What follows belongs to an exercise in optimizing a design on an open flow for small area, a short achievable clock period and few clock cycles per item; a production flow would make more cautious choices. Where RTL was checked, it was by simulation tests only, not by an equivalence proof against the original. Power and IR drop assume default switching activity.

==> wip/raven <==
Design grid_mesh_index_generator_unit, start of the top module:
module grid_mesh_index_generator_unit (
   input  logic                              clock,
   input  logic                              reset,
   input  logic                              req_tvalid,
   output logic                              req_tready,
   input  logic [gmig_pkg::REQ_DATA_W-1:0]   req_tdata,    
   output logic                              rsp_tvalid,
   input  logic                              rsp_tready,
   output logic [gmig_pkg::RSP_DATA_W-1:0]   rsp_tdata,
   output logic [gmig_pkg::RSP_USER_W-1:0]   rsp_tuser,    
   output logic                              rsp_tlast,
   input  logic                              csr_valid,
   output logic                              csr_ready,
   input  logic [gmig_pkg::CSR_INDEX_W-1:0]  csr_index,
   input  gmig_pkg::cfg_type                 csr_wdata
);
   typedef logic [23:0] idx_t;
   typedef logic [11:0] cnt_t;
   gmig_pkg::cfg_type x, rows, layers;
   logic geo_good, geo_ambig;
   logic csr_hit;
   assign csr_ready = 1'b1;
   assign csr_hit   = csr_valid && (csr_index != 2'd3);
   gmig_geom u_geom (
      .clock     (clock),
      .reset     (reset),
      .csr_write (csr_hit),
      .csr_index (csr_index),
      .csr_wdata (csr_wdata),
      .x_count   (x),
      .rows      (rows),
      .layers    (layers),
      .x_is1     (x_is1),
      .r_is1     (r_is1),
      .l_is1     (l_is1),
      .geo_good  (geo_good),
      .geo_ambig (geo_ambig)
   );
   logic x_is1, r_is1, l_is1;
   idx_t ra, rc, q_ff;
   logic [12:0] e_ff;
   cnt_t kc, rcn, lc;
   logic k_last, r_last, l_last1, l_last2;
   logic half_ff, first_ff;
   logic ph_line, ph_cell, ph_fb, ph_lr;     
   logic rsp_valid_ff, st_exh_ff, st_bad_ff, cnt1_ff, cnt2_ff, last_ff;
   logic chk_run, chk_stage, chk_xfer, chk_fin, exact_done, exact_ok;
   logic [3:0] chk_idx;
   logic [2:0] ext_ff;
   logic stall, take, restart;
   assign stall      = geo_ambig && !exact_done;
   assign req_tready = !stall && (!rsp_valid_ff || rsp_tready);
  ...
clock: 8.0 ns
lec_check: 0
abc_area: 1
cap_margin: 20
core_margin: 2
core_utilization: 40
place_density: 0.6
setup_slack_margin: 2.5
slew_margin: 20
run.sh (not shown) runs the stock make flow with config.mk's settings and CLKGATE_MAP_FILE= SYNTH_SCRIPT=/design/flow/synth_recipe.tcl, a recipe that flattens the netlist after the stock synthesis.
==> wip/juniper: changes against wip/raven <==
--- a/flow/design.v
+++ b/flow/design.v
@@ -182,14 +182,16 @@
    assign xm1 = x - 13'd1;
    idx_t delta;
    logic cin;
    logic ent, cap_q;
    cnt_t kc_s, rc_s, lc_s;
    logic half_s;
    logic s_line, s_cell, s_fb, s_lr;
+   logic chk_bit;
+   assign chk_bit = chk_stage ? layers[chk_idx] : rows[chk_idx];
    always_comb begin
       delta  = '0;
       cin    = 1'b1;
       ent    = 1'b0;
       cap_q  = 1'b0;
       kc_s   = kc;
       rc_s   = rcn;
@@ -254,28 +256,28 @@
          end else begin
             half_s = 1'b0;
             rc_s   = rows[11:0];
             lc_s   = lc - 12'd1;
             delta  = 24'(x);
          end
       end
+      if (chk_run) begin
+         delta = (chk_xfer || !chk_bit) ? '0 : (chk_stage ? q_ff : 24'(x));
+         cin   = 1'b0;
+      end
    end
-   logic chk_bit;
-   assign chk_bit = chk_stage ? layers[chk_idx] : rows[chk_idx];
    idx_t base_a, op_a, base_c, op_c, sum_c;
    logic cin_a, cin_c;
    logic [24:0] sum_a;
    always_comb begin
       base_a = ra;
       op_a   = delta;
       cin_a  = cin;
       if (chk_run) begin
          base_a = chk_xfer ? '0 : {ra[22:0], 1'b0};
-         op_a   = (chk_xfer || !chk_bit) ? '0 : (chk_stage ? q_ff : 24'(x));
-         cin_a  = 1'b0;
       end
       base_c = ent ? q_ff : rc;
       op_c   = ent ? 24'(x) : delta;
       cin_c  = ent ? 1'b1 : cin;
    end
    assign sum_a = 25'(base_a) + 25'(op_a) + 25'(cin_a);
    assign sum_c = base_c + op_c + 24'(cin_c);
@@ -344,15 +346,14 @@
          ph_fb   <= resp_ok && !fin && n_fb;
          ph_lr   <= resp_ok && !fin && n_lr;
       end
    end
    always_ff @(posedge clock) begin
       if (take) begin
          rc        <= (resp_ok && !n_line) ? c_n : '0;
-         e_ff      <= resp_ok ? (n_lr ? x : 13'd1) : 13'd0;
          kc        <= kc_n;
          rcn       <= rc_n;
          lc        <= lc_n;
          k_last    <= kl_n;
          r_last    <= rl_n;
          l_last1   <= ll1_n;
          l_last2   <= ll2_n;
@@ -369,25 +370,32 @@
          ra <= resp_ok ? a_n : '0;
       end else if (chk_run) begin
          ra <= sum_a[23:0];
       end
    end
    always_ff @(posedge clock) begin
       if (take) begin
+         e_ff <= resp_ok ? (n_lr ? x : 13'd1) : 13'd0;
+      end else if (chk_run) begin
+         e_ff <= 13'd0;
+      end
+   end
+   always_ff @(posedge clock) begin
+      if (take) begin
          first_ff <= restart ? 1'b1 : (first_ff && !cap_q);
       end
    end
    idx_t ob, od;
    assign ob = ra + 24'(e_ff);
    assign od = rc + 24'({e_ff[12:1], e_ff[0] & cnt2_ff});
    always_ff @(posedge clock) begin
       if (take && !restart && cap_q) begin
          q_ff <= ob;
       end else if (chk_run && chk_xfer) begin
-         q_ff <= ra;
+         q_ff <= ob;    
       end
    end
    logic [2:0] ext_n, ext_tot;
    logic       cout_ff;
    assign ext_n   = {ext_ff[1:0], ra[23]} + {1'b0, cout_ff, 1'b0};
    assign ext_tot = ext_ff + 3'(cout_ff);
    always_ff @(posedge clock) begin
==> flow/flow/run.sh (new file) <==
#!/bin/bash
# The standard layout, with the port buffers that ORFS inserts made from plain
# buf_2 cells instead of its default pick (a slow delay buffer).
set -euo pipefail
export BUFFER_PORTS_ARGS="-buffer_cell sky130_fd_sc_hd__buf_2"
bash standard.sh finish > standard_flow.log 2>&1
==> flow/standard.sh (new file) <==
#!/bin/bash
# synth_recipe.tcl (not shown) runs the flow's synth.tcl, then flattens the netlist and writes it again
# the make line also repeats each setting of config.mk as NAME=value (left out here)
make -C /OpenROAD-flow-scripts/flow DESIGN_CONFIG=/design/flow/config.mk WORK_HOME=/design/flow/orfs CLKGATE_MAP_FILE= SYNTH_SCRIPT=/design/flow/synth_recipe.tcl "${@:-finish}"
--- a/flow/config.mk
+++ b/flow/config.mk
@@ -5,10 +5,13 @@
 export SDC_FILE = /design/flow/constraint.sdc
 export NUM_CORES = 4
 export LEC_CHECK = 0
 export ABC_AREA = 1
 export CAP_MARGIN = 20
 export CORE_MARGIN = 2
 export CORE_UTILIZATION = 40
+export CTS_BUF_LIST = sky130_fd_sc_hd__clkbuf_4 sky130_fd_sc_hd__clkbuf_8
+export GPL_TIMING_DRIVEN = 0
 export PLACE_DENSITY = 0.6
-export SETUP_SLACK_MARGIN = 2.5
+export SETUP_SLACK_MARGIN = 3.0
 export SLEW_MARGIN = 20
+export TNS_END_PERCENT = 5
removed: flow/run.sh
==> wip/nickel: changes against wip/raven <==
--- a/flow/design.v
+++ b/flow/design.v
@@ -182,14 +182,16 @@
    assign xm1 = x - 13'd1;
    idx_t delta;
    logic cin;
    logic ent, cap_q;
    cnt_t kc_s, rc_s, lc_s;
    logic half_s;
    logic s_line, s_cell, s_fb, s_lr;
+   logic chk_bit;
+   assign chk_bit = chk_stage ? layers[chk_idx] : rows[chk_idx];
    always_comb begin
       delta  = '0;
       cin    = 1'b1;
       ent    = 1'b0;
       cap_q  = 1'b0;
       kc_s   = kc;
       rc_s   = rcn;
@@ -254,28 +256,28 @@
          end else begin
             half_s = 1'b0;
             rc_s   = rows[11:0];
             lc_s   = lc - 12'd1;
             delta  = 24'(x);
          end
       end
+      if (chk_run) begin
+         delta = (chk_xfer || !chk_bit) ? '0 : (chk_stage ? q_ff : 24'(x));
+         cin   = 1'b0;
+      end
    end
-   logic chk_bit;
-   assign chk_bit = chk_stage ? layers[chk_idx] : rows[chk_idx];
    idx_t base_a, op_a, base_c, op_c, sum_c;
    logic cin_a, cin_c;
    logic [24:0] sum_a;
    always_comb begin
       base_a = ra;
       op_a   = delta;
       cin_a  = cin;
       if (chk_run) begin
          base_a = chk_xfer ? '0 : {ra[22:0], 1'b0};
-         op_a   = (chk_xfer || !chk_bit) ? '0 : (chk_stage ? q_ff : 24'(x));
-         cin_a  = 1'b0;
       end
       base_c = ent ? q_ff : rc;
       op_c   = ent ? 24'(x) : delta;
       cin_c  = ent ? 1'b1 : cin;
    end
    assign sum_a = 25'(base_a) + 25'(op_a) + 25'(cin_a);
    assign sum_c = base_c + op_c + 24'(cin_c);
@@ -344,15 +346,14 @@
          ph_fb   <= resp_ok && !fin && n_fb;
          ph_lr   <= resp_ok && !fin && n_lr;
       end
    end
    always_ff @(posedge clock) begin
       if (take) begin
          rc        <= (resp_ok && !n_line) ? c_n : '0;
-         e_ff      <= resp_ok ? (n_lr ? x : 13'd1) : 13'd0;
          kc        <= kc_n;
          rcn       <= rc_n;
          lc        <= lc_n;
          k_last    <= kl_n;
          r_last    <= rl_n;
          l_last1   <= ll1_n;
          l_last2   <= ll2_n;
@@ -369,25 +370,38 @@
          ra <= resp_ok ? a_n : '0;
       end else if (chk_run) begin
          ra <= sum_a[23:0];
       end
    end
    always_ff @(posedge clock) begin
       if (take) begin
+         e_ff <= resp_ok ? (n_lr ? x : 13'd1) : 13'd0;
+      end else if (chk_run) begin
+         e_ff <= 13'd0;
+      end
+   end
+   always_ff @(posedge clock) begin
+      if (take) begin
          first_ff <= restart ? 1'b1 : (first_ff && !cap_q);
       end
    end
    idx_t ob, od;
-   assign ob = ra + 24'(e_ff);
-   assign od = rc + 24'({e_ff[12:1], e_ff[0] & cnt2_ff});
+   logic [13:0] ob_lo, od_lo;
+   logic [23:13] ra_inc, rc_inc;
+   assign ob_lo  = {1'b0, ra[12:0]} + {1'b0, e_ff};
+   assign ra_inc = ra[23:13] + 11'd1;
+   assign ob     = {ob_lo[13] ? ra_inc : ra[23:13], ob_lo[12:0]};
+   assign od_lo  = {1'b0, rc[12:0]} + {1'b0, e_ff[12:1], e_ff[0] & cnt2_ff};
+   assign rc_inc = rc[23:13] + 11'd1;
+   assign od     = {od_lo[13] ? rc_inc : rc[23:13], od_lo[12:0]};
    always_ff @(posedge clock) begin
       if (take && !restart && cap_q) begin
          q_ff <= ob;
       end else if (chk_run && chk_xfer) begin
-         q_ff <= ra;
+         q_ff <= ob;    
       end
    end
    logic [2:0] ext_n, ext_tot;
    logic       cout_ff;
    assign ext_n   = {ext_ff[1:0], ra[23]} + {1'b0, cout_ff, 1'b0};
    assign ext_tot = ext_ff + 3'(cout_ff);
    always_ff @(posedge clock) begin
==> flow/flow/run.sh (new file) <==
#!/bin/bash
# The standard layout, with the port buffers that ORFS inserts made from plain
# buf_2 cells instead of its default pick (a slow delay buffer).
set -euo pipefail
export BUFFER_PORTS_ARGS="-buffer_cell sky130_fd_sc_hd__buf_2"
bash standard.sh finish > standard_flow.log 2>&1
==> flow/standard.sh (new file) <==
#!/bin/bash
# synth_recipe.tcl (not shown) runs the flow's synth.tcl, then flattens the netlist and writes it again
# the make line also repeats each setting of config.mk as NAME=value (left out here)
make -C /OpenROAD-flow-scripts/flow DESIGN_CONFIG=/design/flow/config.mk WORK_HOME=/design/flow/orfs CLKGATE_MAP_FILE= SYNTH_SCRIPT=/design/flow/synth_recipe.tcl "${@:-finish}"
--- a/flow/config.mk
+++ b/flow/config.mk
@@ -5,10 +5,11 @@
 export SDC_FILE = /design/flow/constraint.sdc
 export NUM_CORES = 4
 export LEC_CHECK = 0
 export ABC_AREA = 1
 export CAP_MARGIN = 20
 export CORE_MARGIN = 2
 export CORE_UTILIZATION = 40
+export CTS_BUF_LIST = sky130_fd_sc_hd__clkbuf_4 sky130_fd_sc_hd__clkbuf_8
 export PLACE_DENSITY = 0.6
-export SETUP_SLACK_MARGIN = 2.5
+export SETUP_SLACK_MARGIN = 3.0
 export SLEW_MARGIN = 20
removed: flow/run.sh
==> wip/lagoon: changes against wip/raven <==
--- a/flow/design.v
+++ b/flow/design.v
@@ -182,14 +182,16 @@
    assign xm1 = x - 13'd1;
    idx_t delta;
    logic cin;
    logic ent, cap_q;
    cnt_t kc_s, rc_s, lc_s;
    logic half_s;
    logic s_line, s_cell, s_fb, s_lr;
+   logic chk_bit;
+   assign chk_bit = chk_stage ? layers[chk_idx] : rows[chk_idx];
    always_comb begin
       delta  = '0;
       cin    = 1'b1;
       ent    = 1'b0;
       cap_q  = 1'b0;
       kc_s   = kc;
       rc_s   = rcn;
@@ -254,28 +256,28 @@
          end else begin
             half_s = 1'b0;
             rc_s   = rows[11:0];
             lc_s   = lc - 12'd1;
             delta  = 24'(x);
          end
       end
+      if (chk_run) begin
+         delta = (chk_xfer || !chk_bit) ? '0 : (chk_stage ? q_ff : 24'(x));
+         cin   = 1'b0;
+      end
    end
-   logic chk_bit;
-   assign chk_bit = chk_stage ? layers[chk_idx] : rows[chk_idx];
    idx_t base_a, op_a, base_c, op_c, sum_c;
    logic cin_a, cin_c;
    logic [24:0] sum_a;
    always_comb begin
       base_a = ra;
       op_a   = delta;
       cin_a  = cin;
       if (chk_run) begin
          base_a = chk_xfer ? '0 : {ra[22:0], 1'b0};
-         op_a   = (chk_xfer || !chk_bit) ? '0 : (chk_stage ? q_ff : 24'(x));
-         cin_a  = 1'b0;
       end
       base_c = ent ? q_ff : rc;
       op_c   = ent ? 24'(x) : delta;
       cin_c  = ent ? 1'b1 : cin;
    end
    assign sum_a = 25'(base_a) + 25'(op_a) + 25'(cin_a);
    assign sum_c = base_c + op_c + 24'(cin_c);
@@ -344,15 +346,14 @@
          ph_fb   <= resp_ok && !fin && n_fb;
          ph_lr   <= resp_ok && !fin && n_lr;
       end
    end
    always_ff @(posedge clock) begin
       if (take) begin
          rc        <= (resp_ok && !n_line) ? c_n : '0;
-         e_ff      <= resp_ok ? (n_lr ? x : 13'd1) : 13'd0;
          kc        <= kc_n;
          rcn       <= rc_n;
          lc        <= lc_n;
          k_last    <= kl_n;
          r_last    <= rl_n;
          l_last1   <= ll1_n;
          l_last2   <= ll2_n;
@@ -369,25 +370,32 @@
          ra <= resp_ok ? a_n : '0;
       end else if (chk_run) begin
          ra <= sum_a[23:0];
       end
    end
    always_ff @(posedge clock) begin
       if (take) begin
+         e_ff <= resp_ok ? (n_lr ? x : 13'd1) : 13'd0;
+      end else if (chk_run) begin
+         e_ff <= 13'd0;
+      end
+   end
+   always_ff @(posedge clock) begin
+      if (take) begin
          first_ff <= restart ? 1'b1 : (first_ff && !cap_q);
       end
    end
    idx_t ob, od;
    assign ob = ra + 24'(e_ff);
    assign od = rc + 24'({e_ff[12:1], e_ff[0] & cnt2_ff});
    always_ff @(posedge clock) begin
       if (take && !restart && cap_q) begin
          q_ff <= ob;
       end else if (chk_run && chk_xfer) begin
-         q_ff <= ra;
+         q_ff <= ob;    
       end
    end
    logic [2:0] ext_n, ext_tot;
    logic       cout_ff;
    assign ext_n   = {ext_ff[1:0], ra[23]} + {1'b0, cout_ff, 1'b0};
    assign ext_tot = ext_ff + 3'(cout_ff);
    always_ff @(posedge clock) begin
==> flow/flow/run.sh (new file) <==
#!/bin/bash
# The standard layout, with the port buffers that ORFS inserts made from plain
# buf_2 cells instead of its default pick (a slow delay buffer).
set -euo pipefail
export BUFFER_PORTS_ARGS="-buffer_cell sky130_fd_sc_hd__buf_2"
bash standard.sh finish > standard_flow.log 2>&1
==> flow/standard.sh (new file) <==
#!/bin/bash
# synth_recipe.tcl (not shown) runs the flow's synth.tcl, then flattens the netlist and writes it again
# the make line also repeats each setting of config.mk as NAME=value (left out here)
make -C /OpenROAD-flow-scripts/flow DESIGN_CONFIG=/design/flow/config.mk WORK_HOME=/design/flow/orfs CLKGATE_MAP_FILE= SYNTH_SCRIPT=/design/flow/synth_recipe.tcl "${@:-finish}"
--- a/flow/config.mk
+++ b/flow/config.mk
@@ -5,10 +5,12 @@
 export SDC_FILE = /design/flow/constraint.sdc
 export NUM_CORES = 4
 export LEC_CHECK = 0
 export ABC_AREA = 1
 export CAP_MARGIN = 20
 export CORE_MARGIN = 2
 export CORE_UTILIZATION = 40
+export CTS_BUF_LIST = sky130_fd_sc_hd__clkbuf_4 sky130_fd_sc_hd__clkbuf_8
 export PLACE_DENSITY = 0.6
-export SETUP_SLACK_MARGIN = 2.5
+export SETUP_SLACK_MARGIN = 3.0
 export SLEW_MARGIN = 20
+export TNS_END_PERCENT = 5
removed: flow/run.sh
==> comparison table <==
| metric | wip/nickel | wip/raven | wip/lagoon | wip/juniper |
|---|---|---|---|---|
| Status | no timing/DRC/antenna violations | no timing/DRC/antenna violations | no timing/DRC/antenna violations | no timing/DRC/antenna violations |
| Post-synthesis instance area | 18300 um^2 | 18700 um^2 | 18200 um^2 | 18200 um^2 |
| Fraction of synthesized cell area taken by the top area cell type | 23.3% | 22.8% | 23.4% | 23.4% |
| Initial antenna violation count | 1 | 2 | 0 | 3 |
| Sequential share of power | 35.5% | 34.8% | 37.3% | 36.6% |
| Critical-path maximum fanout | 6 | 3 | 4 | 4 |
| Non-clock buffer total of the final layout | 257 | 220 | 235 | 343 |
| Fraction of synthesized cell area in xor and xnor cells | 2.73% | 2.82% | 2.88% | 2.88% |
| Worst setup path startpoint | e_ff[6] | e_ff[0] | e_ff[6] | e_ff[4] |
| Final clock skew | 56.1 ps | 31.1 ps | 35.1 ps | 59.1 ps |
| Fraction of cell area in non-clock buffers | 7.32% | 9.60% | 6.57% | 9.00% |
| Tap cell count | 600 | 607 | 600 | 600 |
| CP most frequent cell | nand2_2 | nand2_1 | - | a21boi_2 |
| Hold Worst Slack | 470 ps | 456 ps | 463 ps | 450 ps |
| Met3 wire length | 7.41 mm | 6.89 mm | 6.79 mm | 8.33 mm |
| Cell area after placement | 19400 um^2 | 20600 um^2 | 19300 um^2 | 20000 um^2 |
| Mean instance size in the synthesized netlist | 6.70 um^2 | 6.72 um^2 | 6.85 um^2 | 6.85 um^2 |
Testbench counts of wip/juniper, summed over its fixed seeds: cycles 23,230, items 23,024.
Testbench counts of wip/lagoon, summed over its fixed seeds: cycles 23,230, items 23,024.
No functional check of the RTL was part of wip/raven and wip/nickel.

separate check: timing with driven ports:
Ports are ideal in the flow. The routed layouts listed here were re-timed in OpenROAD.
Step 1 assumes that a clkbuf_16 drives the clock port and a buf_2 every other input.
Step 2 moves the port delays by t, midway between the first and last clock arrival at a register: inputs arrive t later, outputs are due t later. That takes back most of the time a late clock gives input paths.
a / b / c = ideal ports / drivers / drivers and shift; a / b = the first two.
| run | t, ns | setup slack, ns | worst setup path at the end | worst data-port slew with drivers (ns) |
|---|---|---|---|---|
| wip/raven | 0.631 | 2.645 / 2.587 / 2.370 | input to register | 0.03 |
| wip/juniper | 0.677 | 2.867 / 2.809 / 2.542 | input to register | 0.03 |
| wip/nickel | 0.659 | 2.996 / 2.945 / 2.745 | input to register | 0.03 |
| wip/lagoon | 0.653 | 2.967 / 2.915 / 2.810 | input to register | 0.03 |
After both steps setup and hold are still met in every run listed. The setup slack of wip/juniper, which loses most, moves by -0.058 ns with the drivers and by -0.325 ns with both steps.
